From an optimization exercise on the open Yosys and OpenROAD flow, aimed at small area, a short achievable clock period and few clock cycles per item; shortcuts taken in it are not production practice. At most, simulation tests tie the RTL to the original design; equivalence was not proved. No driver is modelled on the clock port, so clocking that relies on it looks cheaper here than on a real chip. Power figures rest on the tool's default switching activity, not on a simulated workload.

== TR ==
// alpha_compositor
module alpha_compositor
(
	input logic clk,
	input logic reset,
	input logic src_valid,
	output logic src_ready,
	input blend_pkg::pixel_addr_t src_addr,
	input blend_pkg::channel_t src_r,
	input blend_pkg::channel_t src_g,
	input blend_pkg::channel_t src_b,
	input blend_pkg::channel_t src_a,
	input logic src_last,
	output logic wb_cyc,
	output logic wb_stb,
	output logic wb_we,
	output blend_pkg::pixel_addr_t wb_adr,
	output blend_pkg::rgb_t wb_dat_w,
	input blend_pkg::rgb_t wb_dat_r,
	input logic wb_ack,
	output logic frame_done
);
	logic busy;
	logic wlast;        
	logic bv;
	logic [23:0] b_s;
	logic [7:0] b_a;
	logic [23:0] b_d;
	logic [11:0] b_addr;
	logic b_last;
	logic [2:0] k1;     
	logic s1v;
	logic [15:0] s1n0;
	logic [15:0] s1n1;
	logic rdy;          
	logic hz;           
	logic rd_ack;
	logic wr_ack;
	logic free;
	logic wb_free;
	logic pv;
	logic pr;
	logic po;
	logic b_done;
	logic issue_r;
	logic issue_w;
	logic load_b;
	logic s1_take;
	logic s1_load;
	logic [7:0] ch_s;
	logic [7:0] ch_d;
	logic [15:0] ch_n0;
	logic [15:0] ch_n1;
	logic [7:0] ch_q;
	assign wb_cyc = busy;
	assign wb_stb = busy;
	assign src_ready = rdy;
	assign rd_ack = busy && !wb_we && wb_ack;
	assign wr_ack = busy && wb_we && wb_ack;
	assign free = !busy || wr_ack;
	assign wb_free = !(busy && wb_we) || wb_ack;
	assign pv = src_valid && !rdy;
	assign pr = pv && (src_a != 8'hff);
	assign po = pv && (src_a == 8'hff);
	assign b_done = bv && (k1 == 3'd0);
	assign issue_r = free && pr;
	assign issue_w = (rd_ack && bv) || (free && !pr && b_done);
	assign load_b = (rd_ack && !hz) || (free && po && (!bv || issue_w));
	assign s1_take = s1v && wb_free;
	assign s1_load = (k1 != 3'd0) && (!s1v || s1_take);
	assign ch_s = b_s[23:16];
	assign ch_d = b_d[23:16];
	alpha_blend_sum sum_u (.s(ch_s), .d(ch_d), .a(b_a), .n0(ch_n0), .n1(ch_n1));
	alpha_blend_div div_u (.n0(s1n0), .n1(s1n1), .q(ch_q));
  ...
Size: roughly 640 cells after synthesis, ~110 I/O pins.
==> module alpha_compositor, before the edit <==
module alpha_compositor
(
	input logic clk,
	input logic reset,
	input logic src_valid,
	output logic src_ready,
	input blend_pkg::pixel_addr_t src_addr,
	input blend_pkg::channel_t src_r,
	input blend_pkg::channel_t src_g,
	input blend_pkg::channel_t src_b,
	input blend_pkg::channel_t src_a,
	input logic src_last,
	output logic wb_cyc,
	output logic wb_stb,
	output logic wb_we,
	output blend_pkg::pixel_addr_t wb_adr,
	output blend_pkg::rgb_t wb_dat_w,
	input blend_pkg::rgb_t wb_dat_r,
	input logic wb_ack,
	output logic frame_done
);
	logic busy;
	logic wlast;        
	logic bv;
	logic [23:0] b_s;
	logic [7:0] b_a;
	logic [23:0] b_d;
	logic [11:0] b_addr;
	logic b_last;
	logic [2:0] k1;     
	logic s1v;
	logic [15:0] s1n0;
	logic [15:0] s1n1;
	logic rdy;          
	logic hz;           
	logic rd_ack;
	logic wr_ack;
	logic free;
	logic wb_free;
	logic pv;
	logic pr;
	logic po;
	logic b_done;
	logic issue_r;
	logic issue_w;
	logic load_b;
	logic s1_take;
	logic s1_load;
	logic [7:0] ch_s;
	logic [7:0] ch_d;
	logic [15:0] ch_n0;
	logic [15:0] ch_n1;
	logic [7:0] ch_q;
	assign wb_cyc = busy;
	assign wb_stb = busy;
	assign src_ready = rdy;
	assign rd_ack = busy && !wb_we && wb_ack;
	assign wr_ack = busy && wb_we && wb_ack;
	assign free = !busy || wr_ack;
	assign wb_free = !(busy && wb_we) || wb_ack;
	assign pv = src_valid && !rdy;
	assign pr = pv && (src_a != 8'hff);
	assign po = pv && (src_a == 8'hff);
	assign b_done = bv && (k1 == 3'd0);
	assign issue_r = free && pr;
	assign issue_w = (rd_ack && bv) || (free && !pr && b_done);
	assign load_b = (rd_ack && !hz) || (free && po && (!bv || issue_w));
	assign s1_take = s1v && wb_free;
	assign s1_load = (k1 != 3'd0) && (!s1v || s1_take);
	assign ch_s = b_s[23:16];
	assign ch_d = b_d[23:16];
	alpha_blend_sum sum_u (.s(ch_s), .d(ch_d), .a(b_a), .n0(ch_n0), .n1(ch_n1));
	alpha_blend_div div_u (.n0(s1n0), .n1(s1n1), .q(ch_q));
	always_ff @(posedge clk)
	begin
		if (!reset)
		begin
			busy <= 1'b0;
			bv <= 1'b0;
			k1 <= 3'd0;
			s1v <= 1'b0;
			rdy <= 1'b0;
			hz <= 1'b0;
			frame_done <= 1'b0;
		end
		else
		begin
			frame_done <= wr_ack && wlast;
			rdy <= load_b;
			hz <= bv && (src_addr == b_addr);
			if (issue_r || issue_w)
				busy <= 1'b1;
			else if (wb_ack)
				busy <= 1'b0;
			if (load_b)
				bv <= 1'b1;
			else if (issue_w)
				bv <= 1'b0;
			if (load_b)
				k1 <= 3'b001;
			else if (s1_load)
				k1 <= {k1[1:0], 1'b0};
			if (s1_load)
				s1v <= 1'b1;
			else if (s1_take)
				s1v <= 1'b0;
		end
	end
	always_ff @(posedge clk)
	begin
		if (issue_r)
		begin
			wb_we <= 1'b0;
			wb_adr <= src_addr;
		end
		else if (issue_w)
		begin
			wb_we <= 1'b1;
			wb_adr <= b_addr;
			wlast <= b_last;
		end
		if (rd_ack)
			b_d <= wb_dat_r;
		else if (s1_load)
			b_d[23:8] <= b_d[15:0];
		if (k1 == 3'd0)
		begin
			b_s <= {src_r, src_g, src_b};
			b_a <= src_a;
		end
		else if (s1_load)
			b_s[23:8] <= b_s[15:0];
		if (load_b)
		begin
			b_addr <= src_addr;
			b_last <= src_last;
		end
		if (s1_load)
		begin
			s1n0 <= ch_n0;
			s1n1 <= ch_n1;
		end
		if (s1_take && k1[1])
			wb_dat_w[23:16] <= ch_q;
		if (s1_take && k1[2])
			wb_dat_w[15:8] <= ch_q;
		if (s1_take && k1 == 3'd0)
			wb_dat_w[7:0] <= ch_q;
	end
endmodule
clock: 8.0 ns
lec_check: 0
cap_margin: 20
core_margin: 2
core_utilization: 40
cts_buf_list: sky130_fd_sc_hd__clkbuf_4 sky130_fd_sc_hd__clkbuf_8
setup_slack_margin: 5
slew_margin: 20
tns_end_percent: 0
standard.sh (not shown) runs the stock make flow with config.mk's settings and CLKGATE_MAP_FILE= SYNTH_SCRIPT=/design/flow/synth_recipe.tcl, a recipe that flattens the netlist after the stock synthesis.
==> flow/flow/run.sh <==
#!/bin/bash
# Standard layout, with three changes to how it is made:
#  - the port buffers the standard flow's flow inserts are made from the smallest plain
#    buffer; repair still resizes any that timing needs;
#  - CTS adds no dummy loads to balance its leaf buffers;
#  - after CTS, one more setup repair pass on the worst path
#    (flow/post_cts.tcl).
set -euo pipefail
export BUFFER_PORTS_ARGS="-buffer_cell sky130_fd_sc_hd__buf_1"
export POST_CTS_TCL="$PWD/flow/post_cts.tcl"
export CTS_ARGS="-sink_clustering_enable -repair_clock_nets -dont_use_dummy_load -buf_list {sky130_fd_sc_hd__clkbuf_4 sky130_fd_sc_hd__clkbuf_8}"
bash standard.sh > standard_flow.log 2>&1
==> flow/flow/post_cts.tcl <==
puts "post_cts: worst setup slack before [worst_slack -max]"
repair_timing -setup -setup_margin 5.6 -repair_tns 0 -verbose
detailed_placement
check_placement -verbose
puts "post_cts: worst setup slack after [worst_slack -max]"
Modified inputs, PW compared to TR
diff --git a/flow/design.v b/flow/design.v
--- a/flow/design.v
+++ b/flow/design.v
@@ -356,12 +356,10 @@
 	logic rd_ack;
 	logic wr_ack;
 	logic free;
 	logic wb_free;
 	logic pv;
-	logic pr;
-	logic po;
 	logic b_done;
 	logic issue_r;
 	logic issue_w;
 	logic load_b;
 	logic s1_take;
@@ -377,16 +375,14 @@
 	assign rd_ack = busy && !wb_we && wb_ack;
 	assign wr_ack = busy && wb_we && wb_ack;
 	assign free = !busy || wr_ack;
 	assign wb_free = !(busy && wb_we) || wb_ack;
 	assign pv = src_valid && !rdy;
-	assign pr = pv && (src_a != 8'hff);
-	assign po = pv && (src_a == 8'hff);
 	assign b_done = bv && (k1 == 3'd0);
-	assign issue_r = free && pr;
-	assign issue_w = (rd_ack && bv) || (free && !pr && b_done);
-	assign load_b = (rd_ack && !hz) || (free && po && (!bv || issue_w));
+	assign issue_r = free && pv;
+	assign issue_w = (rd_ack && bv) || (free && !pv && b_done);
+	assign load_b = rd_ack && !hz;
 	assign s1_take = s1v && wb_free;
 	assign s1_load = (k1 != 3'd0) && (!s1v || s1_take);
 	assign ch_s = b_s[23:16];
 	assign ch_d = b_d[23:16];
 	alpha_blend_sum sum_u (.s(ch_s), .d(ch_d), .a(b_a), .n0(ch_n0), .n1(ch_n1));
@@ -441,22 +437,19 @@
 		end
 		if (rd_ack)
 			b_d <= wb_dat_r;
 		else if (s1_load)
 			b_d[23:8] <= b_d[15:0];
-		if (k1 == 3'd0)
+		if (load_b)
 		begin
 			b_s <= {src_r, src_g, src_b};
 			b_a <= src_a;
-		end
-		else if (s1_load)
-			b_s[23:8] <= b_s[15:0];
-		if (load_b)
-		begin
 			b_addr <= src_addr;
 			b_last <= src_last;
 		end
+		else if (s1_load)
+			b_s[23:8] <= b_s[15:0];
 		if (s1_load)
 		begin
 			s1n0 <= ch_n0;
 			s1n1 <= ch_n1;
 		end
Against TR, internal power contribution in PW fell by a few percent. From TR to PW the numbers moved as follows: design area dropped 53 um^2; clock-buffer cell count barely changed; non-clock buffering overhead in the final layout climbed 1.4 points; cell count after synthesis dropped 71; global-route usage dropped 0.22 points. PW against TR: total die area now smaller; post-synthesis cell type count dropped 13; clock tree cell share of total cell area held steady; wire length after detailed routing has decreased; power dissipated in the clock network climbed about 1%. Of PW and TR, it is PW that has the lower total power after layout.
Testbench counts of PW, summed over its fixed seeds: cycles 34,519, pixels 5,905.
Function not checked in TR: the RTL went through the layout flow alone.

* * *

alpha_compositor, a different RTL version from the one above (not shown whole).
Size in the first run: about 540 cells after synthesis, ~140 flip-flops, roughly 110 I/O pins, roughly 0.0079 mm^2 of cells after synthesis.
==> module alpha_compositor, before the edit <==
module alpha_compositor
(
	input logic clk,
	input logic reset,
	input logic src_valid,
	output logic src_ready,
	input blend_pkg::pixel_addr_t src_addr,
	input blend_pkg::channel_t src_r,
	input blend_pkg::channel_t src_g,
	input blend_pkg::channel_t src_b,
	input blend_pkg::channel_t src_a,
	input logic src_last,
	output logic wb_cyc,
	output logic wb_stb,
	output logic wb_we,
	output blend_pkg::pixel_addr_t wb_adr,
	output blend_pkg::rgb_t wb_dat_w,
	input blend_pkg::rgb_t wb_dat_r,
	input logic wb_ack,
	output logic frame_done
);
	logic busy;
	logic wlast;        
	logic bv;
	logic [23:0] b_s;
	logic [7:0] b_a;
	logic [23:0] b_d;
	logic [11:0] b_addr;
	logic b_last;
	logic [2:0] k1;     
	logic s1v;
	logic [15:0] s1n0;
	logic [15:0] s1n1;
	logic rdy;          
	logic rd_ack;
	logic wr_ack;
	logic free;
	logic wb_free;
	logic pv;
	logic b_done;
	logic barrier;
	logic issue_r;
	logic issue_w;
	logic load_b;
	logic s1_take;
	logic s1_load;
	logic [7:0] ch_s;
	logic [7:0] ch_d;
	logic [15:0] ch_n0;
	logic [15:0] ch_n1;
	logic [7:0] ch_q;
	assign wb_cyc = busy;
	assign wb_stb = busy;
	assign src_ready = rdy;
	assign rd_ack = busy && !wb_we && wb_ack;
	assign wr_ack = busy && wb_we && wb_ack;
	assign free = !busy || wr_ack;
	assign wb_free = !(busy && wb_we) || wb_ack;
	assign pv = src_valid && !rdy;
	assign b_done = bv && (k1 == 3'd0);
	assign barrier = bv && b_last;   
	assign issue_r = free && pv && !barrier;
	assign issue_w = (rd_ack && bv) || (free && (!pv || barrier) && b_done);
	assign load_b = rd_ack;
	assign s1_take = s1v && wb_free;
	assign s1_load = (k1 != 3'd0) && (!s1v || s1_take);
	assign ch_s = b_s[23:16];
	assign ch_d = b_d[23:16];
	alpha_blend_sum sum_u (.s(ch_s), .d(ch_d), .a(b_a), .n0(ch_n0), .n1(ch_n1));
	alpha_blend_div div_u (.n0(s1n0), .n1(s1n1), .q(ch_q));
	always_ff @(posedge clk)
	begin
		if (!reset)
		begin
			busy <= 1'b0;
			bv <= 1'b0;
			k1 <= 3'd0;
			s1v <= 1'b0;
			rdy <= 1'b0;
			frame_done <= 1'b0;
		end
		else
		begin
			frame_done <= wr_ack && wlast;
			rdy <= load_b;
			if (issue_r || issue_w)
				busy <= 1'b1;
			else if (wb_ack)
				busy <= 1'b0;
			if (load_b)
				bv <= 1'b1;
			else if (issue_w)
				bv <= 1'b0;
			if (load_b)
				k1 <= 3'b001;
			else if (s1_load)
				k1 <= {k1[1:0], 1'b0};
			if (s1_load)
				s1v <= 1'b1;
			else if (s1_take)
				s1v <= 1'b0;
		end
	end
	always_ff @(posedge clk)
	begin
		if (issue_r)
		begin
			wb_we <= 1'b0;
			wb_adr <= src_addr;
		end
		else if (issue_w)
		begin
			wb_we <= 1'b1;
			wb_adr <= b_addr;
			wlast <= b_last;
		end
		if (rd_ack)
			b_d <= wb_dat_r;
		else if (s1_load)
			b_d[23:8] <= b_d[15:0];
		if (load_b)
		begin
			b_s <= {src_r, src_g, src_b};
			b_a <= src_a;
			b_addr <= src_addr;
			b_last <= src_last;
		end
		else if (s1_load)
			b_s[23:8] <= b_s[15:0];
		if (s1_load)
		begin
			s1n0 <= ch_n0;
			s1n1 <= ch_n1;
		end
		if (s1_take && k1[1])
			wb_dat_w[23:16] <= ch_q;
		if (s1_take && k1[2])
			wb_dat_w[15:8] <= ch_q;
		if (s1_take && k1 == 3'd0)
			wb_dat_w[7:0] <= ch_q;
	end
endmodule
Settings: LEC_CHECK=0, CAP_MARGIN=20, CORE_MARGIN=2, CORE_UTILIZATION=40, CTS_BUF_LIST=sky130_fd_sc_hd__clkbuf_4 sky130_fd_sc_hd__clkbuf_8, SETUP_SLACK_MARGIN=5, SLEW_MARGIN=20, TNS_END_PERCENT=0; clock period 8.0 ns.
Scripts as last shown in full above: flow/flow/run.sh, flow/flow/post_cts.tcl
Rerun with:
--- a/flow/design.v
+++ b/flow/design.v
@@ -356,8 +356,10 @@
 	logic wr_ack;
 	logic free;
 	logic wb_free;
 	logic pv;
+	logic pr;
+	logic po;
 	logic b_done;
 	logic barrier;
 	logic issue_r;
 	logic issue_w;
@@ -376,13 +378,15 @@
 	assign wr_ack = busy && wb_we && wb_ack;
 	assign free = !busy || wr_ack;
 	assign wb_free = !(busy && wb_we) || wb_ack;
 	assign pv = src_valid && !rdy;
+	assign pr = pv && (src_a != 8'hff);
+	assign po = pv && (src_a == 8'hff);
 	assign b_done = bv && (k1 == 3'd0);
 	assign barrier = bv && b_last;   
-	assign issue_r = free && pv && !barrier;
-	assign issue_w = (rd_ack && bv) || (free && (!pv || barrier) && b_done);
-	assign load_b = rd_ack;
+	assign issue_r = free && pr && !barrier;
+	assign issue_w = (rd_ack && bv) || (free && (!pr || barrier) && b_done);
+	assign load_b = rd_ack || (free && po && (!bv || issue_w));
 	assign s1_take = s1v && wb_free;
 	assign s1_load = (k1 != 3'd0) && (!s1v || s1_take);
 	assign ch_s = b_s[23:16];
 	assign ch_d = b_d[23:16];
@@ -437,17 +441,20 @@
 		if (rd_ack)
 			b_d <= wb_dat_r;
 		else if (s1_load)
 			b_d[23:8] <= b_d[15:0];
-		if (load_b)
+		if (k1 == 3'd0)
 		begin
 			b_s <= {src_r, src_g, src_b};
 			b_a <= src_a;
-			b_addr <= src_addr;
-			b_last <= src_last;
 		end
 		else if (s1_load)
 			b_s[23:8] <= b_s[15:0];
+		if (load_b)
+		begin
+			b_addr <= src_addr;
+			b_last <= src_last;
+		end
 		if (s1_load)
 		begin
 			s1n0 <= ch_n0;
 			s1n1 <= ch_n1;
Result:
- The changed run completed with no timing, DRC or antenna violations
- register-to-register slack improved by 0.03 ns
- power went up by 59%
- die area went down by 0.44%
- synthesized cell count drops by 4.1%
- count of clock-buffer cells in the layout does not change
- final cell count went down by 0.65%
- cell area is higher by 1.6%
- global-route usage rose by 0.75 points
- fmax goes up by 1.0%
- core utilization climbs by 0.73 points
- area after synthesis falls by 0.46%
- hold slack improves by 0.029 ns
- combinational power increases by 130%
- setup slack is better by 0.031 ns
Testbench counts after the change, summed over its fixed seeds: cycles 34,025, pixels 5,905.
For the first run of this note, only the layout was checked, not whether the RTL still works.

[re-timing with driven ports]
The flow's constraints put no driver on any port. The routed layouts listed below were extracted and timed again, unchanged, in two steps.
Step 1 sets driving cells, clkbuf_16 on the clock port and buf_2 on the other inputs (assumed; they add their load-dependent delay and slew).
Step 2 times the ports against the registers' clock, not the clock port: input delays grow and output delays shrink by t, the midpoint of the rising clock arrivals with the driver on.
Three values: ideal ports, drivers, drivers and shift; two values: the first two.
run | t, ns | setup slack, ns | worst setup path after step 2 | slew at the worst register clock pin (ns)
TR | 0.472 | 4.825 / 4.825 / 4.498 | input to register | 0.09 / 0.09
PW | 0.479 | 4.934 / 4.934 / 4.583 | input to register | 0.09 / 0.09
the first run of note 2 | 0.451 | 4.872 / 4.872 / 4.506 | input to register | 0.08 / 0.08
the second run of note 2 | 0.475 | 4.903 / 4.903 / 4.510 | input to register | 0.09 / 0.09
After both steps setup and hold are still met in every run listed. The setup slack of the second run of note 2, which loses most, moves by 0.000 ns with the drivers and by -0.393 ns with both steps.
